What follows belongs to an exercise in optimizing a design on an open flow for a short achievable clock period and few clock cycles; a production flow would make more cautious choices. Only simulation tests tie the RTL to the original design; equivalence was not proved. No activity file was given, so power comes from the tool's default toggle rates.

## flow/design.v

```verilog
package core_pkg;
  localparam logic [5:0] OP_RTYPE = 6'b000000;
  localparam logic [5:0] OP_ADDI  = 6'b001000;
  localparam logic [5:0] OP_LW    = 6'b100011;
  localparam logic [5:0] OP_SW    = 6'b101011;
  localparam logic [5:0] OP_BEQ   = 6'b000100;
  localparam logic [5:0] OP_BNE   = 6'b000101;
  localparam logic [5:0] OP_J     = 6'b000010;
  localparam logic [5:0] FN_ADD   = 6'b100000;
  localparam logic [5:0] FN_SUB   = 6'b100010;
  localparam logic [5:0] FN_AND   = 6'b100100;
  localparam logic [5:0] FN_OR    = 6'b100101;
  localparam logic [5:0] FN_SLT   = 6'b101010;
  localparam logic [5:0] FN_SLL   = 6'b000000;
  localparam logic [5:0] FN_SRL   = 6'b000010;
  localparam int S_ADD = 0;
  localparam int S_SUB = 1;
  localparam int S_AND = 2;
  localparam int S_OR  = 3;
  localparam int S_SLT = 4;
  localparam int S_SLL = 5;
  localparam int S_SRL = 6;
endpackage
import core_pkg::*;
module core_alu (
  input  logic [31:0] a,
  input  logic [31:0] b,
  input  logic [31:0] bn,
  input  logic [31:0] ao,
  input  logic [31:0] bo,
  input  logic [4:0]  shamt,
  output logic [223:0] r
);
  function automatic logic [31:0] ks_add(input logic [31:0] x, input logic [31:0] z, input logic cin);
    logic [31:0] g, p, gg, pp, gn, pn;
    g = x & z;
    p = x ^ z;
    gg = g;
    gg[0] = g[0] | (p[0] & cin);
    pp = p;
    for (int d = 1; d < 32; d = d * 2) begin
      gn = gg;
      pn = pp;
      for (int i = d; i < 32; i++) begin
        gn[i] = gg[i] | (pp[i] & gg[i-d]);
        pn[i] = pp[i] & pp[i-d];
      end
      gg = gn;
      pp = pn;
    end
    ks_add = p ^ {gg[30:0], cin};
  endfunction
  logic [31:0] diff;
  assign diff = ks_add(a, bn, 1'b1);
  assign r[32*S_ADD +: 32] = ks_add(a, b, 1'b0);
  assign r[32*S_SUB +: 32] = diff;
  assign r[32*S_AND +: 32] = ao & bo;
  assign r[32*S_OR +: 32] = ao | bo;
  assign r[32*S_SLT +: 32] = {31'd0, (ao[31] ^ bo[31]) ? ao[31] : diff[31]};
  assign r[32*S_SLL +: 32] = bo << shamt;
  assign r[32*S_SRL +: 32] = bo >> shamt;
endmodule
import core_pkg::*;
module multicycle_core #(
  parameter int                ADDR_W   = 32,
  parameter logic [ADDR_W-1:0] RESET_PC = '0
) (
  input  logic              clk,
  input  logic              rst,
  output logic              imem_req,
  output logic [ADDR_W-1:0] imem_addr,
  input  logic              imem_ready,
  input  logic [31:0]       imem_rdata,
  output logic              dmem_req,
  output logic              dmem_we,
  output logic [ADDR_W-1:0] dmem_addr,
  output logic [31:0]       dmem_wdata,
  input  logic              dmem_ready,
  input  logic [31:0]       dmem_rdata,
  output logic [ADDR_W-1:0] pc_out,
  output logic [31:0]       alu_result,
  output logic              retire,
  output logic              halted
);
  localparam bit SHIFT_EN = 1'b1;
  localparam int NB = 8;   
  logic [29:0] pc, rp;
  logic req_q, pend, stop_q;
  logic [NB-1:0] bt_v;
  localparam int TW = 14;   
  logic [TW-1:0] bt_pc [NB];
  logic [29:0] bt_tgt [NB];
  logic [2:0] bt_ptr;   
  logic bw_en;
  logic [29:0] bw_pc, bw_tgt;
  logic d_valid, d_btb, d_bthit, d_legal, d_ptaken, d_same, d_zcase, d_brx;
  logic [4:0] d_zr;
  logic d_zfa, d_zmb, d_rz, d_rk;
  logic [31:0] d_rs_oh, d_rt_oh;   
  logic [31:0] d_ir;
  logic [29:0] d_target;   
  logic [16:0] d_lo;
  logic [31:0] d_nimm;   
  logic [29:0] d_pc, d_pc4, d_btgt;
  logic e_valid, e_halt, e_rwe, e_load, e_store, e_br, e_beq, e_pred, e_btb, e_bad, e_misp;
  logic [6:0] e_sel;
  logic [4:0] e_sh, e_wa;
  logic [31:0] e_a, e_b, e_bn, e_st;
  logic [31:0] e_ao, e_bo;
  logic [29:0] e_npc, e_altpc, e_pc, e_tgt, e_seq, e_pc4, e_btgt;
  logic e_dir, e_zk, e_zero;   
  logic m_valid, m_halt, m_req, m_we, m_load, m_rwe, m_mis, m_late;
  logic [4:0] m_wa;
  logic [31:0] m_res, m_wdata;
  logic [29:0] m_npc, m_redir, m_pc;
  logic [31:0] rf [1:31];
  logic [31:0] rz;   
  logic [31:0] rk;
  logic retire_q, halted_q;
  logic [29:0] pc_out_q;
  logic [31:0] alu_q;
  logic m_busy, m_kill, pc_free, f_fire;
  logic [29:0] m_next;
  assign pc_free = !req_q || imem_ready;
  assign f_fire = req_q && imem_ready;
  assign m_busy = m_req && !dmem_ready;
  assign m_next = m_mis ? m_redir : m_npc;
  assign m_kill = m_busy || (m_valid && m_late);
  logic [31:0] alu_y;
  logic [223:0] alu_r;
  function automatic logic [31:0] pick(input logic [6:0] s, input logic [223:0] r,
                                       input logic de, input logic [31:0] d);
    pick = {32{de}} & d;
    for (int k = 0; k < 7; k++) pick = pick | ({32{s[k]}} & r[32*k +: 32]);
  endfunction
  logic eq, taken, mispred, mis_late, flush_e;
  logic [29:0] e_redir;
  core_alu u_alu (.a(e_a), .b(e_b), .bn(e_bn), .ao(e_ao), .bo(e_bo), .shamt(e_sh), .r(alu_r));
  assign alu_y = pick(e_sel, alu_r, 1'b0, 32'd0);
  assign eq = e_ao == e_bo;
  assign taken = e_beq ? eq : !eq;
  assign e_npc = e_dir ? e_tgt : e_seq;
  assign e_altpc = e_dir ? e_pc4 : e_tgt;
  assign e_bad = e_btb && e_dir && e_btgt != e_tgt;
  assign mis_late = e_valid && ((e_br && (taken != e_pred)) || (e_bad && !e_misp));
  assign mispred = (e_valid && e_misp) || mis_late;
  assign flush_e = e_valid && e_misp && !m_kill;
  assign e_redir = !e_misp && e_bad && (!e_br || taken) ? e_tgt : e_altpc;
  logic [5:0] op, fn;
  logic [4:0] rs, rt, rd, sh, wa;
  logic [31:0] simm, rs_val, rt_val, wb_data, b_val;
  logic [29:0] d_jt, d_seq;
  logic [13:0] d_hip, d_him;
  assign d_hip = d_pc[29:16] + 14'd1;
  assign d_him = d_pc[29:16] - 14'd1;
  assign d_target = {d_ir[15] ? (d_lo[16] ? d_pc[29:16] : d_him) : (d_lo[16] ? d_hip : d_pc[29:16]), d_lo[15:0]};
  logic is_r, is_addi, is_lw, is_sw, is_beq, is_bne, is_j, is_shift, legal;
  logic uses_rs, uses_rt, rwe, brx, pred, ptaken, lu_stall, d_adv, d_redirect, d_halt, wb_en;
  logic fa, fb, bt_ins, d_res, d_eq, dir;
  assign op = d_ir[31:26];
  assign rs = d_ir[25:21];
  assign rt = d_ir[20:16];
  assign rd = d_ir[15:11];
  assign sh = d_ir[10:6];
  assign fn = d_ir[5:0];
  assign simm = {{16{d_ir[15]}}, d_ir[15:0]};
  assign is_r = op == OP_RTYPE;
  assign is_addi = op == OP_ADDI;
  assign is_lw = op == OP_LW;
  assign is_sw = op == OP_SW;
  assign is_beq = op == OP_BEQ;
  assign is_bne = op == OP_BNE;
  assign is_j = op == OP_J;
  assign is_shift = is_r && (fn == FN_SLL || fn == FN_SRL);
  assign legal = d_legal;
  assign uses_rs = !is_j && !is_shift;
  assign uses_rt = is_r || is_sw || is_beq || is_bne;
  assign wa = is_r ? rd : rt;
  assign rwe = (is_r || is_addi || is_lw) && wa != 5'd0;
  assign brx = d_brx;
  assign pred = is_bne ? rs != rt : rs == rt;
  assign ptaken = d_ptaken;
  assign d_jt = {d_pc4[29:26], d_ir[25:0]};
  assign d_seq = is_j ? d_jt : d_pc4;
  assign wb_en = m_valid && m_rwe;
  assign wb_data = m_load ? dmem_rdata : m_res;
  function automatic logic [31:0] rf_read(input logic [31:0] oh);
    rf_read = '0;
    for (int i = 1; i < 32; i++) rf_read = rf_read | ({32{oh[i]}} & rf[i]);
  endfunction
  assign rs_val = (wb_en && m_wa == rs && rs != 5'd0) ? wb_data : rf_read(d_rs_oh);
  assign rt_val = (wb_en && m_wa == rt && rt != 5'd0) ? wb_data : rf_read(d_rt_oh);
  assign fa = e_valid && e_rwe && e_wa == rs;
  assign fb = e_valid && e_rwe && e_wa == rt;
  assign b_val = pick(fb ? e_sel : 7'd0, alu_r, !fb, rt_val);
  logic use_imm;
  assign use_imm = !(is_r || is_beq || is_bne);
  logic [4:0] zr;
  logic zfa, zmb;
  assign zr = d_zr;
  assign zfa = d_zfa;
  assign zmb = d_zmb;
  function automatic logic [3:0] zflags(input logic [4:0] z);
    logic zm, rzv, rkv;
    zm = (m_valid && m_halt) ? (m_valid && m_rwe && m_wa == z) : (e_rwe && e_wa == z);
    rzv = (wb_en && m_wa == z) ? m_res == 32'd0 : rz[z];
    rkv = (wb_en && m_wa == z) ? !m_load : rk[z];
    zflags = {d_valid && !lu_stall && d_legal && rwe && wa == z, zm, rzv, rkv};
  endfunction
  logic zfa_n, zmb_n, rz_n, rk_n;
  assign {zfa_n, zmb_n, rz_n, rk_n} = zflags(f_zr);
  always_comb begin
    d_res = 1'b0;
    d_eq = 1'b0;
    if (d_same) begin
      d_res = 1'b1;
      d_eq = 1'b1;
    end else if (d_zcase) begin
      if (zfa) begin
        d_res = e_zk;
        d_eq = e_zero;
      end else if (zmb) begin
        d_res = !m_load;
        d_eq = m_res == 32'd0;
      end else begin
        d_res = d_rk;
        d_eq = d_rz;
      end
    end
    if (!brx) d_res = 1'b0;
  end
  assign dir = d_res ? (is_beq ? d_eq : !d_eq) : ptaken;
  assign lu_stall = e_valid && e_load && e_rwe && ((uses_rs && rs == e_wa) || (uses_rt && rt == e_wa));
  assign d_adv = d_valid && !m_kill && !flush_e && !lu_stall;
  assign d_redirect = d_valid && d_legal && (dir != d_btb) && !flush_e && !lu_stall;
  logic lu_rp;
  assign lu_rp = d_valid && lu_stall && !flush_e;
  assign d_halt = d_adv && !d_legal;
  logic eqk, eq_pre;
  assign eqk = !fa && !fb && !(wb_en && m_load && ((m_wa == rs && rs != 5'd0) || (m_wa == rt && rt != 5'd0)));
  assign eq_pre = rs_val == rt_val;
  assign bt_ins = d_valid && d_legal && dir && !d_btb;
  logic [5:0] f_op, f_fn;
  logic f_r, f_shift, f_legal, f_ptaken;
  assign f_op = imem_rdata[31:26];
  assign f_fn = imem_rdata[5:0];
  assign f_r = f_op == OP_RTYPE;
  assign f_shift = f_fn == FN_SLL || f_fn == FN_SRL;
  assign f_legal = f_r ? (f_fn == FN_ADD || f_fn == FN_SUB || f_fn == FN_AND || f_fn == FN_OR || f_fn == FN_SLT || (SHIFT_EN && f_shift))
                       : f_op == OP_ADDI || f_op == OP_LW || f_op == OP_SW || f_op == OP_BEQ || f_op == OP_BNE || f_op == OP_J;
  function automatic logic [16:0] ks16(input logic [15:0] x, input logic [15:0] z, input logic cin);
    logic [15:0] g, p, gg, pp, gn, pn;
    g = x & z;
    p = x ^ z;
    gg = g;
    gg[0] = g[0] | (p[0] & cin);
    pp = p;
    for (int d = 1; d < 16; d = d * 2) begin
      gn = gg;
      pn = pp;
      for (int i = d; i < 16; i++) begin
        gn[i] = gg[i] | (pp[i] & gg[i-d]);
        pn[i] = pp[i] & pp[i-d];
      end
      gg = gn;
      pp = pn;
    end
    ks16 = {gg[15], p ^ {gg[14:0], cin}};
  endfunction
  logic [16:0] f_lo;
  function automatic logic [16:0] cs16(input logic [15:0] x, input logic [15:0] z, input logic cin);
    logic [4:0] s0 [4];
    logic [4:0] s1 [4];
    logic [4:0] c;
    logic [15:0] r;
    for (int k = 0; k < 4; k++) begin
      s0[k] = {1'b0, x[4*k +: 4]} + {1'b0, z[4*k +: 4]};
      s1[k] = {1'b0, x[4*k +: 4]} + {1'b0, z[4*k +: 4]} + 5'd1;
    end
    c[0] = cin;
    for (int k = 0; k < 4; k++) begin
      r[4*k +: 4] = c[k] ? s1[k][3:0] : s0[k][3:0];
      c[k+1] = c[k] ? s1[k][4] : s0[k][4];
    end
    cs16 = {c[4], r};
  endfunction
  assign f_lo = cs16(pc[15:0], imem_rdata[15:0], 1'b1);
  logic f_same, f_zcase;
  logic [4:0] f_zr;
  assign f_same = imem_rdata[25:21] == imem_rdata[20:16];
  assign f_zcase = imem_rdata[25:21] == 5'd0 || imem_rdata[20:16] == 5'd0;
  assign f_zr = imem_rdata[20:16] == 5'd0 ? imem_rdata[25:21] : imem_rdata[20:16];
  logic f_brx;
  assign f_brx = (f_op == OP_BEQ || f_op == OP_BNE) && imem_rdata[15:0] != 16'd0;
  assign f_ptaken = f_brx && (f_op == OP_BNE ? !f_same : f_same);
  logic take, redirect_now, bt_hit;
  logic [29:0] redirect_pc, pc4, bt_out;
  always_comb begin
    bt_hit = 1'b0;
    bt_out = '0;
    for (int i = 0; i < NB; i++)
      if (bt_v[i] && bt_pc[i] == pc[TW-1:0]) begin
        bt_hit = 1'b1;
        bt_out = bt_out | bt_tgt[i];
      end
  end
  assign pc4 = pc + 30'd1;
  assign redirect_now = m_kill || flush_e || lu_rp || d_redirect;
  assign redirect_pc = m_kill ? m_next : flush_e ? e_altpc : lu_stall ? d_pc : dir ? d_target : d_seq;
  assign take = f_fire && !redirect_now && !d_halt && !pend && !stop_q;
  assign imem_req = req_q;
  assign imem_addr = {pc, 2'b00};
  assign dmem_req = m_req;
  assign dmem_we = m_we;
  assign dmem_addr = m_res;
  assign dmem_wdata = m_wdata;
  assign pc_out = {pc_out_q, 2'b00};
  assign alu_result = alu_q;
  assign retire = retire_q;
  assign halted = halted_q;
  always_ff @(posedge clk or negedge rst) begin
    if (!rst) begin
      pc <= RESET_PC[31:2];
      rp <= '0;
      req_q <= 1'b1;
      pend <= 1'b0;
      stop_q <= 1'b0;
    end else begin
      if (redirect_now) rp <= redirect_pc;
      pend <= !pc_free && (pend || redirect_now);
      if (pc_free) begin
        if (redirect_now) pc <= redirect_pc;
        else if (pend) pc <= rp;
        else if (take) pc <= bt_hit ? bt_out : imem_rdata[31:26] == OP_J ? {pc4[29:26], imem_rdata[25:0]} : pc4;
      end
      if (m_kill) stop_q <= 1'b0;
      else if (d_halt) stop_q <= 1'b1;
      if (m_valid && m_halt && pc_free) req_q <= 1'b0;
    end
  end
  always_ff @(posedge clk or negedge rst) begin
    if (!rst) begin
      bt_v <= '0;
      bt_ptr <= '0;
    end else if (bw_en) begin
      bt_v[bt_ptr] <= 1'b1;
      bt_ptr <= bt_ptr + 1'b1;
    end
  end
  always_ff @(posedge clk) begin
    if (bw_en) begin
      bt_pc[bt_ptr] <= bw_pc[TW-1:0];
      bt_tgt[bt_ptr] <= bw_tgt;
    end
  end
  always_ff @(posedge clk or negedge rst) begin
    if (!rst) bw_en <= 1'b0;
    else bw_en <= bt_ins;
  end
  always_ff @(posedge clk) begin
    bw_pc <= d_pc;
    bw_tgt <= d_target;
  end
  always_ff @(posedge clk or negedge rst) begin
    if (!rst) begin
      d_valid <= 1'b0;
      d_btb <= 1'b0;
      d_bthit <= 1'b0;
      d_legal <= 1'b0;
      d_ptaken <= 1'b0;
      d_brx <= 1'b0;
      d_same <= 1'b0;
      d_zcase <= 1'b0;
      d_zr <= '0;
      d_zfa <= 1'b0;
      d_zmb <= 1'b0;
      d_rz <= 1'b0;
      d_rk <= 1'b0;
      d_rs_oh <= '0;
      d_rt_oh <= '0;
    end else begin
      d_valid <= take;
      d_zfa <= zfa_n;
      d_zmb <= zmb_n;
      d_rz <= rz_n;
      d_rk <= rk_n;
      d_btb <= bt_hit;
      d_bthit <= bt_hit;
      d_legal <= f_legal;
      d_ptaken <= f_ptaken;
      d_brx <= f_brx;
      d_same <= f_same;
      d_zcase <= f_zcase;
      d_zr <= f_zr;
      d_rs_oh <= 32'd1 << imem_rdata[25:21];
      d_rt_oh <= 32'd1 << imem_rdata[20:16];
    end
  end
  always_ff @(posedge clk or negedge rst) begin
    if (!rst) begin
      d_ir <= '0;
      d_pc <= '0;
      d_pc4 <= '0;
      d_btgt <= '0;
      d_lo <= '0;
      d_nimm <= '0;
    end else begin
      d_ir <= imem_rdata;
      d_pc <= pc;
      d_pc4 <= pc4;
      d_btgt <= bt_out;
      d_lo <= f_lo;
      d_nimm <= -{{16{imem_rdata[15]}}, imem_rdata[15:0]};
    end
  end
  always_ff @(posedge clk or negedge rst) begin
    if (!rst) begin
      e_valid <= 1'b0;
      e_halt <= 1'b0;
      e_rwe <= 1'b0;
      e_load <= 1'b0;
      e_store <= 1'b0;
      e_br <= 1'b0;
      e_misp <= 1'b0;
      e_btb <= 1'b0;
    end else begin
      e_valid <= d_adv;
      e_halt <= !legal;
      e_rwe <= d_adv && legal && rwe;
      e_load <= d_adv && legal && is_lw;
      e_store <= d_adv && legal && is_sw;
      e_br <= d_adv && legal && brx && !d_res && !eqk;
      e_misp <= d_adv && legal && brx && !d_res && eqk && ((is_beq ? eq_pre : !eq_pre) != ptaken);
      e_btb <= d_adv && legal && d_bthit && d_btb;
    end
  end
  always_ff @(posedge clk or negedge rst) begin
    if (!rst) begin
      e_beq <= 1'b0;
      e_pred <= 1'b0;
      e_sel <= '0;
      e_sh <= '0;
      e_wa <= '0;
      e_dir <= 1'b0;
      e_btgt <= '0;
      e_zk <= 1'b0;
      e_zero <= 1'b0;
      e_tgt <= '0;
      e_seq <= '0;
      e_pc4 <= '0;
      e_pc <= '0;
    end else begin
      e_beq <= is_beq;
      e_pred <= pred;
      e_sel[S_ADD] <= !is_r || fn == FN_ADD;
      e_sel[S_SUB] <= is_r && fn == FN_SUB;
      e_sel[S_AND] <= is_r && fn == FN_AND;
      e_sel[S_OR]  <= is_r && fn == FN_OR;
      e_sel[S_SLT] <= is_r && fn == FN_SLT;
      e_sel[S_SLL] <= is_r && fn == FN_SLL;
      e_sel[S_SRL] <= is_r && fn == FN_SRL;
      e_sh <= sh;
      e_wa <= wa;
      e_dir <= dir;
      e_btgt <= d_btgt;
      e_zk <= is_addi && !fa && !(wb_en && m_load && m_wa == rs && rs != 5'd0);
      e_zero <= rs_val == d_nimm;
      e_tgt <= d_target;
      e_seq <= d_seq;
      e_pc4 <= d_pc4;
      e_pc <= d_pc;
    end
  end
  logic [6:0] sa, sb;
  logic ha, hb, mo;
  assign mo = !(is_r && (fn == FN_ADD || fn == FN_SUB));
  assign sa = fa ? e_sel : 7'd0;
  assign ha = !fa;
  assign sb = fb ? e_sel : 7'd0;
  assign hb = !fb;
  always_ff @(posedge clk) begin
    e_a <= pick(sa, alu_r, ha, rs_val);
    e_b <= pick(use_imm ? 7'd0 : sb, alu_r, use_imm || hb, use_imm ? simm : rt_val);
    e_bn <= ~pick(sb, alu_r, hb, rt_val);
    e_st <= pick(sb, alu_r, hb, rt_val);
    e_ao <= pick(mo ? sa : 7'd0, alu_r, mo && ha, rs_val);
    e_bo <= pick(mo ? sb : 7'd0, alu_r, mo && hb, rt_val);
  end
  logic m_hold;
  assign m_hold = m_busy || (m_valid && m_halt);
  always_ff @(posedge clk or negedge rst) begin
    if (!rst) begin
      m_valid <= 1'b0;
      m_halt <= 1'b0;
      m_req <= 1'b0;
      m_we <= 1'b0;
      m_rwe <= 1'b0;
      m_late <= 1'b0;
    end else if (!m_hold) begin
      m_valid <= e_valid && !m_kill;
      m_halt <= e_valid && e_halt && !m_kill;
      m_req <= (e_load || e_store) && !m_kill;
      m_we <= e_store && !m_kill;
      m_rwe <= e_rwe && !m_kill;
      m_late <= mis_late && !m_kill;
    end
  end
  always_ff @(posedge clk) m_res <= pick(m_hold ? 7'd0 : e_sel, alu_r, m_hold, m_res);
  always_ff @(posedge clk or negedge rst) begin
    if (!rst) begin
      m_load <= 1'b0;
      m_wa <= '0;
      m_wdata <= '0;
      m_npc <= '0;
      m_redir <= '0;
      m_mis <= 1'b0;
      m_pc <= '0;
    end else if (!m_hold) begin
      m_load <= e_load;
      m_wa <= e_wa;
      m_wdata <= e_st;
      m_npc <= e_npc;
      m_redir <= e_redir;
      m_mis <= mispred;
      m_pc <= e_pc;
    end
  end
  always_ff @(posedge clk or negedge rst) begin
    if (!rst) begin
      for (int i = 1; i < 32; i++) rf[i] <= '0;
    end else if (m_rwe && !m_busy) begin
      rf[m_wa] <= wb_data;
    end
  end
  always_ff @(posedge clk or negedge rst) begin
    if (!rst) begin
      rz <= '1;
      rk <= '1;
    end else if (m_rwe && !m_busy) begin
      rz[m_wa] <= m_res == 32'd0;
      rk[m_wa] <= !m_load;
    end
  end
  always_ff @(posedge clk or negedge rst) begin
    if (!rst) begin
      retire_q <= 1'b0;
      halted_q <= 1'b0;
    end else begin
      retire_q <= m_valid && !m_halt && !m_busy;
      if (m_valid && m_halt && pc_free) halted_q <= 1'b1;
    end
  end
  always_ff @(posedge clk or negedge rst) begin
    if (!rst) begin
      pc_out_q <= '0;
      alu_q <= '0;
    end else if (!m_busy && m_valid && !halted_q) begin
      pc_out_q <= m_halt ? m_pc : m_next;
      alu_q <= m_res;
    end
  end
endmodule
```

## flow/run.sh

```bash
#!/bin/bash
# synth_recipe.tcl (not shown) runs the flow's synth.tcl, then flattens the netlist and writes it again
# the make line also repeats each setting of config.mk as NAME=value (left out here)
make -C /OpenROAD-flow-scripts/flow DESIGN_CONFIG=/design/flow/config.mk WORK_HOME=/design/flow/orfs CLKGATE_MAP_FILE= SYNTH_SCRIPT=/design/flow/synth_recipe.tcl finish
```

## flow/config.mk

```make
export PLATFORM = sky130hd
export DESIGN_NAME = multicycle_core
export DESIGN_NICKNAME = multicycle_core
export VERILOG_FILES = /design/flow/design.v
export SDC_FILE = /design/flow/constraint.sdc
export NUM_CORES = 4
export LEC_CHECK = 0
export ABC_CLOCK_PERIOD_IN_PS = 2000
export CAP_MARGIN = 20
export CORE_MARGIN = 2
export CORE_UTILIZATION = 30
export PLACE_DENSITY = 0.45
export SETUP_SLACK_MARGIN = 3.5
export SLEW_MARGIN = 20
```

## flow/constraint.sdc

```tcl
create_clock -name core_clock -period 6.0 [get_ports {clk}]
set_input_delay 1.2000 -clock core_clock [delete_from_list [all_inputs] [get_ports {clk}]]
set_output_delay 1.2000 -clock core_clock [all_outputs]
set_load 0.01 [all_outputs]
```

==> results.toml <==
[logic_synthesis]
avgSynthCellArea_um2 = 10.3
synth_cells = 10500
yosys.area.top_type = "dfrtp_1"
ys_ff_latch = 2369
synth_top_area_share_pct = 39.0
synth_area_mm2 = 0.108
netlist-cell-type-count = 102
synth_edf_count = 352
yosys-top-cells-area = "dfrtp_1, edfxtp_1, a21oi_1"
yosysWarnings = 5
seq_area_frac_synth_pct = 55.3
synthArstFlopShare_pct = 73.8
synth_flop_cell = "dfrtp_1"

[clock_tree]
cts_root_buf = "clkbuf_16"
cts_buffer_depth = 4
cts_made_buffers = 284
hold_buffers = 0
htreeDepth = 5
clk_pin_slew_ps = 60
clkLatencyLatePin_ps = 970
cts_tree = "done"
clkSinkCount = 2369

[timing]
finClkSkew_ps = 108
setup_viol = 0
clock.fmax_mhz = 266
drv_slew = 0
fin_crit_ps = 3760
tns_ps = 0
hold_viol_final = 0
tightest_slew_ps = 1110
rsz0062_at_grt = "true"
finalWorstSetupSlack_ps = 2240
finalCritPeriodShare_pct = 62.7
maxSlewHeadroom_pct = 25.7

[placed_design]
place_area_mm2 = 0.119
place_ws_ps = 1060
port_buffers = 228
dp.final_hpwl_um = 351000
place_congestion = 0.946

[global_routing]
grt_use_total_pct = 30.6
grt_pass1_vias = 93800
grt_pass1_wl_um = 785000
grt_max_degree = 171
grt-ovfl-total = 0
antenna_found_initial = 61

[detailed_routing]
drt-total-wl_um = 590000
num_vias = 99000
ant_nets = 0
first_iter_violations = 16300
routedWlPerCell_um = 35.7
post_drt_via_cell_ratio = 5.99
route.detailed.drc = 0
drtPass1Iterations = 9

[setup_path]
criticalPathCategory = "reg2reg"
worstPathArrival_ps = 4610
max_stage_delay_ps = 590
path_max_fanout = 5
critPathLaunchType = "flip-flop"
cp-end-kind = "flip-flop"
critPathSlowestCell = "dfrtp_4"
crit_path_cell_trace = "buf_12 > buf_4 > a22o_1 > a221oi_1 > nand4_1 > nor3_4 > mux2_2 > xnor2_1 > nor4_1 > and4_4 > a21oi_1 > and4b_1"
crit_required_ps = 6850

[floorplanning]
initial_core_util_pct = 30.1
fp.dieW_um = 604
core_region_area_mm2 = 0.359
die_y_um = 604
dieArea_mm2 = 0.365
rows = 220
ios = 233

[layout]
nFillCells = 34400
nets = 11700
drive_gt1_share_pct = 29.5
final_area_mm2 = 0.145
syn2layout_area_growth_pct = 34.2

[power_and_ir_drop]
p_leak_nw = 60.6
peakVddDrop_uv = 264
p_per_area_mw_per_mm2 = 308

[status]
outcome = "timing/DRC/antenna clean"

[worst_hold_path]
hold_path.class = "in2async"

[flow_run]
maxCapViolCount = 0
[final cells by class]
| cell class | count | area (µm²) | share of cell area [%] |
|---|---|---|---|
| sequential | 2369 | 60300 | 41.6 |
| multi-input combinational | 7140 | 52100 | 35.9 |
| timing repair buffer | 1527 | 16600 | 11.5 |
| clock buffer | 404 | 8120 | 5.60 |
| tap | 4773 | 5970 | 4.12 |
| clock inverter | 98 | 1170 | 0.804 |
| inverter | 175 | 694 | 0.479 |
| antenna | 42 | 105 | 0.0724 |
[synth_stat cells (66+ instances only)]
library cell  count
dfrtp_1        1684
nor2_1         1444
a21oi_1        1219
nand2_1         732
clkbuf_1        621
a22oi_1         587
edfxtp_1        352
o21ai_0         338
dfxtp_1         268
mux2i_1         268
xnor2_1         253
a22o_1          238
a221oi_1        235
nand3_1         206
nand4_1         178
inv_1           174
ha_1            161
mux2_2          161
nor3_1          124
xor2_1          121
buf_1            97
nor4_1           66
[path summary, 6_finish.rpt]
| kind | endpoint | slack, ps | cells after the start | start |
|---|---|---|---|---|
| setup / recovery | e_misp | 2240 | 12 | d_rt_oh[22] |
| hold / removal | d_rt_oh[13] | 300 | 1 | rst |
| setup reg to reg | e_misp | 2240 | 12 | d_rt_oh[22] |
| hold reg to reg | e_btgt[23] | 340 | 0 | d_btgt[23] |
| max in group asynchronous | pc[1] | 4020 | 2 | rst |
| min in group core_clock | e_btgt[23] | 340 | 0 | d_btgt[23] |
[power by group]
| part | total [W] | internal (W) | switching, W |
|---|---|---|---|
| Clock | 0.0177 | 0.0104 | 0.00735 |
| Sequential | 0.0199 | 0.0180 | 0.00183 |
| Combinational | 0.00718 | 0.00311 | 0.00407 |
| Total | 0.0448 | 0.0315 | 0.0133 |
[critical path: cells and delay by family, from the launching register on]
| family | cells | cell delay, ps |
|---|---|---|
| mux | 1 | 390 |
| buf+inv | 2 | 360 |
| flops | 1 | 590 |
| xor+xnor | 1 | 100 |
| simple gates | 5 | 1640 |
| compound gates | 3 | 540 |
[metrics by stage]
stage               instances  hold slack [ps]  power (W)  utilization, %
detailed placement      15000              335     0.0254            33.1
floorplan               10500              331     0.0220               -
CTS                     16300              245     0.0443            39.2
finish                  16500              301     0.0448            40.4
global placement        15000              332     0.0254            33.0
global route            16500              326     0.0460            40.4
[cell usage in the layout, fill, tap and decap left out, types with 80 or more instances in the layout]
| master | count |
|---|---|
| buf_4 | 806 |
| o21ai_0 | 200 |
| nand2_1 | 667 |
| buf_6 | 314 |
| inv_1 | 127 |
| xor2_1 | 109 |
| mux2_2 | 136 |
| dfrtp_1 | 1554 |
| mux2i_1 | 185 |
| ha_1 | 118 |
| a22o_1 | 238 |
| a22oi_1 | 575 |
| nor2_4 | 84 |
| dfxtp_1 | 194 |
| nand3_1 | 159 |
| buf_12 | 185 |
| nand4_1 | 178 |
| xnor2_1 | 230 |
| edfxtp_1 | 352 |
| clkbuf_16 | 306 |
| o21ai_1 | 84 |
| a21oi_2 | 80 |
| nor2_1 | 1320 |
| a21oi_1 | 1124 |
| a221oi_1 | 175 |
[timing repair]
action                                  CTS  global route
setup endpoints to repair              2011          1099
pin swaps                               316           243
endpoints found under the hold margin     0             0
setup buffers                           697           165
gates cloned                             57            27
resized for setup                      2208           531
[cell families (layout without fill, tap and decap cells)]
| family | Yosys count | after routing | share of synthesized area (%) |
|---|---|---|---|
| mux | 494 | 495 | 5.50 |
| xor+xnor | 375 | 375 | 3.04 |
| other cells | 1 | 46 | 0.00347 |
| buf+inv | 974 | 2204 | 3.52 |
| simple gates | 3005 | 3019 | 12.1 |
| compound gates | 3071 | 3080 | 18.6 |
| fa+ha+maj | 167 | 167 | 1.97 |
| flops | 2369 | 2369 | 55.3 |
[state kept, by name, summed over array words and instances (netlist names), 31 cells and up]
name     flops
e_st        32
d_rs_oh     31
rf         992
rz          32
d_rt_oh     31
m_wdata     32
bt_tgt     240
e_a         32
m_res       32
d_nimm      32
rk          32
bt_pc      112
alu_q       32
e_bn        32
d_ir        31
e_ao        32
e_b         32
e_bo        32
[per-layer routing]
metal / vias up / global-route usage, % / share of wire, %
li1: 40200 / - / -
met1: 50000 / 40.3 / 39
met2: 6860 / 44.3 / 42
met3: 1899 / 8.62 / 11
met4: 28 / 18.5 / 7.6
met5: - / 0.353 / 0.081
Testbench counts, summed over its fixed seeds: cycles 32,375.

==> separate check: timing with driven ports <==
The flow's constraints put no driver on any port. The routed layout listed below was extracted and timed again, unchanged, in two steps. Step 1 (the two cells are an assumption about what drives the block):
set clk [get_ports {clk}]
set_driving_cell -lib_cell sky130_fd_sc_hd__clkbuf_16 $clk
set_driving_cell -lib_cell sky130_fd_sc_hd__buf_2 [delete_from_list [all_inputs] $clk]
Step 2 adds t to the input delays and takes it off the output delays; t is the mean of the earliest and latest rising clock arrival at the registers after step 1. Input paths then give back, and output paths get back, about the clock's delay inside the block. Slacks: no drivers / after step 1 / after step 2; pairs: no drivers / after step 1.
shift t [ns]: 1.009
setup WS [ns]: 2.239 / 2.239 / 1.553
hold slack, ns: 0.301 / 0.337 / 0.337
slew at the worst register clock pin (ns): 0.07 / 0.07
After both steps this run still meets setup and hold. The setup slack of this run moves by 0.000 ns with the drivers and by -0.686 ns with both steps.
